Source: an optimization exercise on an open RTL-to-GDS flow (aim: small area, a short achievable clock period and few clock cycles per item). Production flows keep margins and buffers that such runs may drop. In this exercise RTL edits were held to simulation tests only and were not proved equivalent to the original.

File: config.mk
export PLATFORM = sky130hd
export DESIGN_NAME = bilin_simd4_top
export DESIGN_NICKNAME = bilin_simd4_top
export VERILOG_FILES = /design/flow/design.v
export SDC_FILE = /design/flow/constraint.sdc
export NUM_CORES = 4
export LEC_CHECK = 0
export CAP_MARGIN = 20
export CORE_MARGIN = 2
export CORE_UTILIZATION = 40
export SLEW_MARGIN = 20
File: constraint.sdc
create_clock -name core_clock -period 110.0 [get_ports {clk}]
set_input_delay 22.0000 -clock core_clock [delete_from_list [all_inputs] [get_ports {clk}]]
set_output_delay 22.0000 -clock core_clock [all_outputs]
set_load 0.01 [all_outputs]
File: design.v
`default_nettype none
package bilin_pkg;
  typedef logic [15:0] dim_t;
  typedef logic [7:0] pix_t;
  typedef logic [7:0] frac_t;
  typedef logic [8:0] weight_t;
  typedef logic [15:0] scale_t;
  typedef logic [23:0] fix_t;
  typedef logic [31:0] acc_t;
  typedef logic [19-1:0] addr_t;
  typedef struct packed {
    dim_t  col;
    frac_t fx;
    addr_t addr;
    logic  in_range;
  } lane_coord_t;
  typedef struct packed {
    dim_t  row;
    frac_t fy;
  } row_coord_t;
  typedef struct packed {
    logic  en;
    addr_t addr;
    pix_t  data;
  } wr_port_t;
  typedef logic [1:0] nbr_sel_t;
  typedef enum logic [3:0] {
    S_IDLE,
    S_INIT,
    S_ROW_START,
    S_SETUP,
    S_A00,
    S_D00,
    S_A10,
    S_D10,
    S_A01,
    S_D01,
    S_A11,
    S_D11,
    S_MUL,
    S_WRITE,
    S_ADVANCE,
    S_DONE
  } ctrl_state_t;
endpackage
`default_nettype wire
`default_nettype none
module bilin_simd4_top (
  input  wire logic        clk,
  input  wire logic        rst_n,
  input  wire logic        i_start,
  input  wire logic [15:0] i_in_w,
  input  wire logic [15:0] i_in_h,
  input  wire logic [15:0] i_scale,
  input  wire logic [31:0] i_rd_data,
  output logic             o_busy,
  output logic             o_done,
  output logic [15:0]      o_out_w,
  output logic [15:0]      o_out_h,
  output logic [75:0]      o_rd_addr,
  output logic [3:0]       o_wr_en,
  output logic [75:0]      o_wr_addr,
  output logic [31:0]      o_wr_data
);
  localparam int LANES = 2;
  localparam logic [2:0] ST_IDLE  = 3'd0;
  localparam logic [2:0] ST_SETUP = 3'd1;
  localparam logic [2:0] ST_INIT  = 3'd2;
  localparam logic [2:0] ST_RUN   = 3'd3;
  localparam logic [2:0] ST_DONE  = 3'd4;
  logic [2:0]  st;
  logic [15:0] wr;
  logic [15:0] hr;
  logic [15:0] sr;
  logic [16:0] drem;
  logic [15:0] inv;
  logic [23:0] pw;
  logic [23:0] ph;
  logic [3:0]  cnt;
  assign o_out_w = pw[23:8];
  assign o_out_h = ph[23:8];
  assign o_busy  = (st == ST_SETUP) || (st == ST_INIT) || (st == ST_RUN);
  assign o_done  = (st == ST_DONE);
  logic [16:0] drem2;
  logic        dge;
  logic        sbit;
  assign drem2 = {drem[15:0], 1'b0};
  assign dge   = drem2 >= {1'b0, sr};
  assign sbit  = sr[cnt];
  logic [3:0] hb;
  always_comb begin
    hb = 4'd0;
    for (int b = 0; b < 16; b++) begin
      if (hr[b]) hb = 4'(b);
    end
  end
  logic [26:0] xp;
  logic        cached;
  logic [15:0] rem;
  logic [18:0] lm1;
  logic [7:0]  fyc;
  logic [23:0] sy;
  logic [15:0] rows_left;
  logic [18:0] mb;
  logic [3:0]  mcnt;
  logic        mbusy;
  logic        iss;
  logic        waitrow;
  logic        sy_cl;
  logic [15:0] rn;
  logic [7:0]  fyn;
  assign sy_cl = sy[23:8] >= (hr - 16'd1);
  assign rn    = sy_cl ? (hr - 16'd2) : sy[23:8];
  assign fyn   = sy_cl ? 8'hff : sy[7:0];
  logic [7:0]  fx0;
  logic [18:0] xi;
  logic [18:0] gap;
  logic        gbig;
  logic [LANES:1][17:0] tj;
  logic [LANES:1][9:0]  dj;
  logic [LANES:1]       clj;
  logic [LANES:1][9:0]  dje;
  logic [LANES-1:0]     emit;
  logic [2:0]  e_n;
  logic        row_end;
  logic [17:0] te;
  logic [9:0]  de;
  logic [9:0]  dee;
  logic        cle;
  logic        cached_n;
  logic [1:0]  cidx;
  logic [LANES-1:0][7:0] fxj;
  logic [LANES-1:0]      selj;
  always_comb begin
    fx0  = xp[7:0];
    xi   = xp[26:8];
    gap  = lm1 - xi;
    gbig = |gap[18:10];
    for (int j = 1; j <= LANES; j++) begin
      tj[j]  = {10'd0, fx0} + 18'(j) * {2'd0, inv};
      dj[j]  = tj[j][17:8];
      clj[j] = !gbig && (dj[j] > gap[9:0]);
      dje[j] = clj[j] ? gap[9:0] : dj[j];
    end
    emit[0] = 1'b1;
    fxj[0]  = fx0;
    selj[0] = !cached;
    for (int j = 1; j < LANES; j++) begin
      emit[j] = emit[j-1] && (rem > 16'(j)) &&
                (cached ? (dje[j] <= 10'd1) : (dje[j] == 10'd0));
      fxj[j]  = clj[j] ? 8'hff : tj[j][7:0];
      selj[j] = cached ? (dje[j] == 10'd1) : 1'b1;
    end
    e_n = 3'd1;
    for (int j = 1; j < LANES; j++) begin
      if (emit[j]) e_n = 3'(j + 1);
    end
    row_end = rem == {13'd0, e_n};
    te  = tj[1];
    de  = dj[1];
    dee = dje[1];
    cle = clj[1];
    for (int j = 2; j <= LANES; j++) begin
      if (e_n == 3'(j)) begin
        te  = tj[j];
        de  = dj[j];
        dee = dje[j];
        cle = clj[j];
      end
    end
    cached_n = cached ? (dee <= 10'd2) : (dee <= 10'd1);
    cidx     = cached ? dee[1:0] : (dee[1:0] + 2'd1);
  end
  logic [26:0] xp_n;
  logic        cached_nn;
  logic        newrow;
  logic        last_row;
  assign last_row = rows_left == 16'd1;
  assign newrow   = (st == ST_RUN) && (iss ? (row_end && !last_row && !mbusy) : (waitrow && !mbusy));
  always_comb begin
    if (st == ST_INIT) begin
      xp_n      = 27'd0;
      cached_nn = 1'b0;
    end else if (newrow) begin
      xp_n      = {mb, 8'd0};
      cached_nn = 1'b0;
    end else if (cle) begin
      xp_n      = {lm1, 8'hff};
      cached_nn = cached_n;
    end else begin
      xp_n      = {xi + {9'd0, de}, te[7:0]};
      cached_nn = cached_n;
    end
  end
  logic [18:0] a0_n;
  logic [18:0] a2_n;
  assign a0_n = xp_n[26:8] + {18'd0, cached_nn};
  assign a2_n = a0_n + {3'd0, wr};
  logic [LANES-1:0]      v1;
  logic [LANES-1:0][7:0] fx1;
  logic [LANES-1:0]      sel1;
  logic [7:0]            fy1;
  logic                  cached1;
  logic [1:0]            cidx1;
  logic                  fin1;
  logic [31:0]           nd;
  logic [15:0]           vc;
  always_ff @(posedge clk or negedge rst_n) begin
    if (!rst_n) begin
      st      <= ST_IDLE;
      iss     <= 1'b0;
      waitrow <= 1'b0;
      mbusy   <= 1'b0;
      v1      <= '0;
      fin1    <= 1'b0;
    end else begin
      fin1 <= 1'b0;
      v1   <= '0;
      case (st)
        ST_IDLE: begin
          if (i_start) st <= ST_SETUP;
        end
        ST_SETUP: begin
          if (cnt == 4'd0) st <= ST_INIT;
        end
        ST_INIT: begin
          if (pw[23:8] == 16'd0) begin
            st <= ST_DONE;
          end else begin
            st    <= ST_RUN;
            iss   <= 1'b1;
            mbusy <= 1'b1;
          end
        end
        ST_RUN: begin
          if (fin1) st <= ST_DONE;
          if (iss) begin
            for (int j = 0; j < LANES; j++) v1[j] <= emit[j];
            if (row_end) begin
              if (last_row) begin
                iss  <= 1'b0;
                fin1 <= 1'b1;
              end else if (mbusy) begin
                iss     <= 1'b0;
                waitrow <= 1'b1;
              end
            end
          end else if (waitrow && !mbusy) begin
            iss     <= 1'b1;
            waitrow <= 1'b0;
          end
          if (newrow) begin
            mbusy <= 1'b1;
          end else if (mbusy && mcnt == 4'd0) begin
            mbusy <= 1'b0;
          end
        end
        default: st <= ST_IDLE;
      endcase
    end
  end
  always_ff @(posedge clk) begin
    if (st == ST_IDLE && i_start) begin
      wr   <= i_in_w;
      hr   <= i_in_h;
      sr   <= i_scale;
      drem <= 17'd1;
      inv  <= 16'd0;
      pw   <= 24'd0;
      ph   <= 24'd0;
      cnt  <= 4'd15;
    end
    if (st == ST_SETUP) begin
      drem <= dge ? (drem2 - {1'b0, sr}) : drem2;
      inv  <= {inv[14:0], dge};
      pw   <= {pw[22:0], 1'b0} + (sbit ? {8'd0, wr} : 24'd0);
      ph   <= {ph[22:0], 1'b0} + (sbit ? {8'd0, hr} : 24'd0);
      cnt  <= cnt - 4'd1;
    end
    xp     <= xp_n;
    cached <= cached_nn;
    if (st == ST_INIT) begin
      rem       <= pw[23:8];
      lm1       <= {3'd0, wr} - 19'd2;
      fyc       <= 8'd0;
      sy        <= {8'd0, inv};
      rows_left <= ph[23:8];
      mb        <= 19'd0;
      mcnt      <= hb;
    end else if (newrow) begin
      rem       <= pw[23:8];
      lm1       <= mb + {3'd0, wr} - 19'd2;
      fyc       <= fyn;
      sy        <= sy + {8'd0, inv};
      rows_left <= rows_left - 16'd1;
      mb        <= 19'd0;
      mcnt      <= hb;
    end else begin
      if (iss) rem <= rem - {13'd0, e_n};
      if (mbusy) begin
        mb   <= {mb[17:0], 1'b0} + (rn[mcnt] ? {3'd0, wr} : 19'd0);
        mcnt <= mcnt - 4'd1;
      end
    end
    o_rd_addr[18:0]  <= a0_n;
    o_rd_addr[37:19] <= a0_n + 19'd1;
    o_rd_addr[56:38] <= a2_n;
    o_rd_addr[75:57] <= a2_n + 19'd1;
    fx1     <= fxj;
    sel1    <= selj;
    fy1     <= fyc;
    cached1 <= cached;
    cidx1   <= cidx;
    nd      <= i_rd_data;
  end
  logic signed [8:0]  fys;
  logic signed [8:0]  dv1;
  logic signed [8:0]  dv2;
  logic signed [17:0] vp1;
  logic signed [17:0] vp2;
  logic [15:0] vn1;
  logic [15:0] vn2;
  logic [16:0] dl0;
  logic [16:0] dl1;
  logic [LANES-1:0][15:0] vl;
  logic [LANES-1:0][16:0] dd;
  logic [LANES-1:0][25:0] pr;
  logic [LANES-1:0][25:0] sm;
  logic [LANES-1:0][7:0]  pix;
  assign fys = {1'b0, fy1};
  assign dv1 = {1'b0, nd[23:16]} - {1'b0, nd[7:0]};
  assign dv2 = {1'b0, nd[31:24]} - {1'b0, nd[15:8]};
  assign vp1 = fys * dv1;
  assign vp2 = fys * dv2;
  assign vn1 = {nd[7:0], 8'd0} + vp1[15:0];
  assign vn2 = {nd[15:8], 8'd0} + vp2[15:0];
  assign dl0 = {1'b0, vn1} - {1'b0, vc};
  assign dl1 = {1'b0, vn2} - {1'b0, vn1};
  for (genvar j = 0; j < LANES; j++) begin : g_h
    logic signed [8:0]  fxs;
    logic signed [16:0] dds;
    logic signed [25:0] prs;
    assign vl[j]  = sel1[j] ? vn1 : vc;
    assign dd[j]  = sel1[j] ? dl1 : dl0;
    assign fxs    = {1'b0, fx1[j]};
    assign dds    = dd[j];
    assign prs    = fxs * dds;
    assign pr[j]  = prs;
    assign sm[j]  = {2'd0, vl[j], 8'd0} + pr[j] + 26'h8000;
    assign pix[j] = sm[j][23:16];
  end
  logic [LANES-1:0]       wen;
  logic [LANES-1:0][18:0] wad;
  logic [LANES-1:0][7:0]  wdt;
  logic [18:0] wa0_n;
  logic [2:0]  wcnt;
  always_comb begin
    wcnt = 3'd0;
    for (int j = 0; j < LANES; j++) wcnt = wcnt + {2'd0, wen[j]};
  end
  assign wa0_n = (st == ST_INIT) ? 19'd0 : (wad[0] + {16'd0, wcnt});
  always_ff @(posedge clk) begin
    case (cidx1)
      2'd0:    vc <= vc;
      2'd1:    vc <= vn1;
      default: vc <= vn2;
    endcase
    for (int j = 0; j < LANES; j++) begin
      wdt[j] <= pix[j];
      wad[j] <= wa0_n + 19'(j);
    end
  end
  always_ff @(posedge clk or negedge rst_n) begin
    if (!rst_n) begin
      wen <= '0;
    end else begin
      wen <= v1;
    end
  end
  always_comb begin
    o_wr_en   = '0;
    o_wr_addr = '0;
    o_wr_data = '0;
    for (int j = 0; j < LANES; j++) begin
      o_wr_en[j]            = wen[j];
      o_wr_addr[19*j +: 19] = wad[j];
      o_wr_data[8*j +: 8]   = wdt[j];
    end
  end
endmodule
`default_nettype wire
File: run.sh
#!/bin/bash
# synth_recipe.tcl (not shown) runs the flow's synth.tcl, then flattens the netlist and writes it again
# the make line also repeats each setting of config.mk as NAME=value (left out here)
make -C /OpenROAD-flow-scripts/flow DESIGN_CONFIG=/design/flow/config.mk WORK_HOME=/design/flow/orfs CLKGATE_MAP_FILE= SYNTH_SCRIPT=/design/flow/synth_recipe.tcl finish
==> run notes <==
[state kept, by name (all words and copies together) (netlist names), 19 cells and up]
signal / cells
mb: 19
pw: 24
sy: 24
wad: 38
lm1: 19
nd: 32
xp: 27
ph: 24
o_rd_addr: 76
[worst min path at each step]
stage          startpoint  endpoint  slack (ns)
6_report           fyc[3]    fy1[3]        0.34
5_1_grt            fyc[3]    fy1[3]        0.35
4_1_cts            fyc[3]    fy1[3]        0.35
3_5_place_dp       fyc[3]    fy1[3]        0.33
3_3_place_gp       fyc[2]    fy1[2]        0.33
2_1_floorplan      fyc[0]    fy1[0]        0.33
[metrics by stage]
step	utilization (%)	hold slack, ns
2_1_floorplan	-	0.326
3_3_place_gp	43.6	0.332
3_5_place_dp	43.6	0.331
4_1_cts	45.5	0.345
5_1_grt	45.5	0.353
6_report	45.5	0.344
[per-layer routing]
layer / vias up / wire, um / global-route usage, %
met2: 609 / 54200 / 33.4
li1: 16700 / - / -
met1: 16300 / 52000 / 25.8
met3: 122 / 4950 / 2.80
met5: - / 0 / 0
met4: 0 / 2360 / 4.36
[layout make-up]
| cell class | instances | share of cell area (%) |
|---|---|---|
| sequential | 483 | 23.3 |
| timing repair buffer | 279 | 5.31 |
| multi-input combinational | 3610 | 58.2 |
| tap | 1500 | 3.67 |
| clock buffer | 82 | 3.42 |
| clock inverter | 30 | 0.697 |
| inverter | 739 | 5.43 |
[worst max-delay path: stages (launching register included)]
cell and delay [ns]:
dfrtp_1 0.48, nor2_1 0.16, and2_1 0.15, clkdlybuf4s50_1 0.56
[logic make-up (layout without fill, tap and decap cells)]
| kind of cell | count (synthesis) | in the layout |
|---|---|---|
| compound gates | 781 | 781 |
| xor+xnor | 371 | 371 |
| fa+ha+maj | 824 | 824 |
| buf+inv | 960 | 1130 |
| flops | 483 | 483 |
| mux | 76 | 76 |
| other cells | 1 | 56 |
| simple gates | 1502 | 1502 |
[placed cells by master (no fill, tap or decap), types with 47 or more instances in the layout]
cell type,Yosys,layout
xor2_1,127,127
xnor2_1,242,242
inv_1,737,736
ha_1,473,473
dfxtp_1,253,251
a21o_1,70,70
fa_1,351,351
a21oi_1,205,204
a21boi_0,47,47
nor2_1,340,339
clkbuf_16,0,65
nand2_1,459,458
edfxtp_1,219,219
clkdlybuf4s50_1,0,248
nor2b_1,85,85
nand2b_1,83,82
and2_1,198,196
conb_1,1,56
nand3_1,90,90
o21ai_0,226,226
nor3_1,74,73
==> results_dict.tcl <==
set metrics [dict create \
    outcome "complete, no violations" \
    finalSetupViolations 0 \
    ys_ff_latch 483 \
    timing.rr.start "nd[0]" \
    core.rowCount 123 \
    diodes 0 \
    drive_gt1_share_pct 4.27 \
    clockRootBuffer "clkbuf_16" \
    cts.clk_slew.worst_paths_ns 0.06 \
    insertion_delay_ns 0.67 \
    synth_edf_count 219 \
    synthCells 4998 \
    place.gp.congestion 0.848 \
    wl_per_cell_um 16.9 \
    max_cap_viol_count 0 \
    async_reset_ff_share_pct 2.28 \
    relSlewSlack_pct 26.3 \
    worstPathArrival_ns 2.01 \
    synthSimpleGateAreaFrac_pct 16.2 \
    fin_worst_skew_ns 0.0307 \
    synth_cell_types 96 \
    initial_core_util_pct 40.3 \
    synth_top_family_by_area "adder cells" \
    endpoint_kind "output port" \
    synth_xor_xnor_area_share_pct 7.22 \
    timing.rr.end "wdt[7]" \
    dpl.cell_count 6611 \
    drtIter0Drc 1863 \
    final_hold_viol_count 0 \
    critPathRequiredTime_ns 88.00 \
    ctsResizeCount 0 \
    grt_pass1_wl_mm 183 \
    synth_top_cell_area_share_pct 15.5 \
    drtPass1Iterations 6 \
    coreArea_mm2 0.112 \
    vias 33700 \
    synthAdderAreaFrac_pct 28.5 \
    synth-compound-area-share_pct 10.9 \
    area_delta_synth_final_pct 12.7 \
    tightest_slew_ns 1.08 \
    avgViaCountPerCell 5.01 \
    synthFlopType "dfxtp_1" \
    fmax_mhz 41.7 \
    nets 6079 \
    worstPathMaxFanout 9 \
    setup_tns_ns 0 \
    reg2reg_depth 45 \
    cts.path.max_buffers 3 \
    ys_seq_area_share_pct 26.3 \
    die_area_mm2 0.116 \
    synthTopCellsByArea "fa_1, edfxtp_1, ha_1" \
    yosysMostFrequentCell "inv_1" \
    pre_cts_ws_ns 85.70 \
    ys_warn_count 1 \
    portBuffers 248 \
    dpl.hpwl_mm 88.8 \
    hold_buffers 0 \
    cts_buffers 59 \
    grt_pass1_vias 33900 \
    cts_tree "yes" \
    cts-htree-levels 2 \
    grt-ovfl-total 0 \
    place_area_mm2 0.0490 \
    muxShareOfSynthArea_pct 2.13 \
    worst_slack_ns 85.99 \
    period_minus_slack_ns 24.01 \
    start_kind "register" \
    syn_area_mm2 0.0454 \
    fp.dieH_um 341 \
    design.portCount 305 \
    crit_path_start "st[1]" \
    grt_max_degree 57 \
    design_area_mm2 0.0512 \
    critical_path.endpoint "o_done" \
    n_fill_cell 10900 \
    synthTopCellsByCount "inv_1, ha_1, nand2_1" \
    maxSlewViolCount 0 \
    clock_sinks 483 \
    holdPathStages 0 \
    period_share_pct 21.8 \
    final_cells 6723 \
    grt_antenna_before_repair 0 \
    die-width_um 341 \
    ant_nets 0 \
    grt.total_usage_pct 19.4 \
    hp-class "reg -> reg" \
    grt_setup_unrepaired "no" \
    multiInputGateArea_mm2 0.0298 \
    critical_path_class "reg -> out" \
    cts_post_setup_buffers_inserted 0 \
    seq_area_mm2 0.0119 \
    routed_wirelength_mm 114 \
    synth_area_per_cell_um2 9.08 \
    yosys.area.top_type "fa_1" \
    r2r_slack_ns 96.38 \
    drc_errors 0 \
]
Testbench counts, summed over its fixed seeds: cycles 32,161, items 58,680.

## afterwards: timing with drivers on the ports
Ports are ideal in the flow. The routed layout listed here was re-timed in OpenROAD.
Step 1 (the two cells are an assumption about what drives the block):
set clk [get_ports {clk}]
set_driving_cell -lib_cell sky130_fd_sc_hd__clkbuf_16 $clk
set_driving_cell -lib_cell sky130_fd_sc_hd__buf_2 [delete_from_list [all_inputs] $clk]
Step 2 moves the port delays by t, midway between the first and last clock arrival at a register: inputs arrive t later, outputs are due t later. That takes back most of the time a late clock gives input paths.
Slacks: ideal / step 1 / step 2; pairs: ideal / step 1.
t (ns): 0.729
setup slack, ns: 85.992 / 85.919 / 85.693
worst register clock-pin slew, ns: 0.08 / 0.08
After both steps setup and hold are still met in this run. The setup slack of this run moves by -0.073 ns with the drivers and by -0.299 ns with both steps.
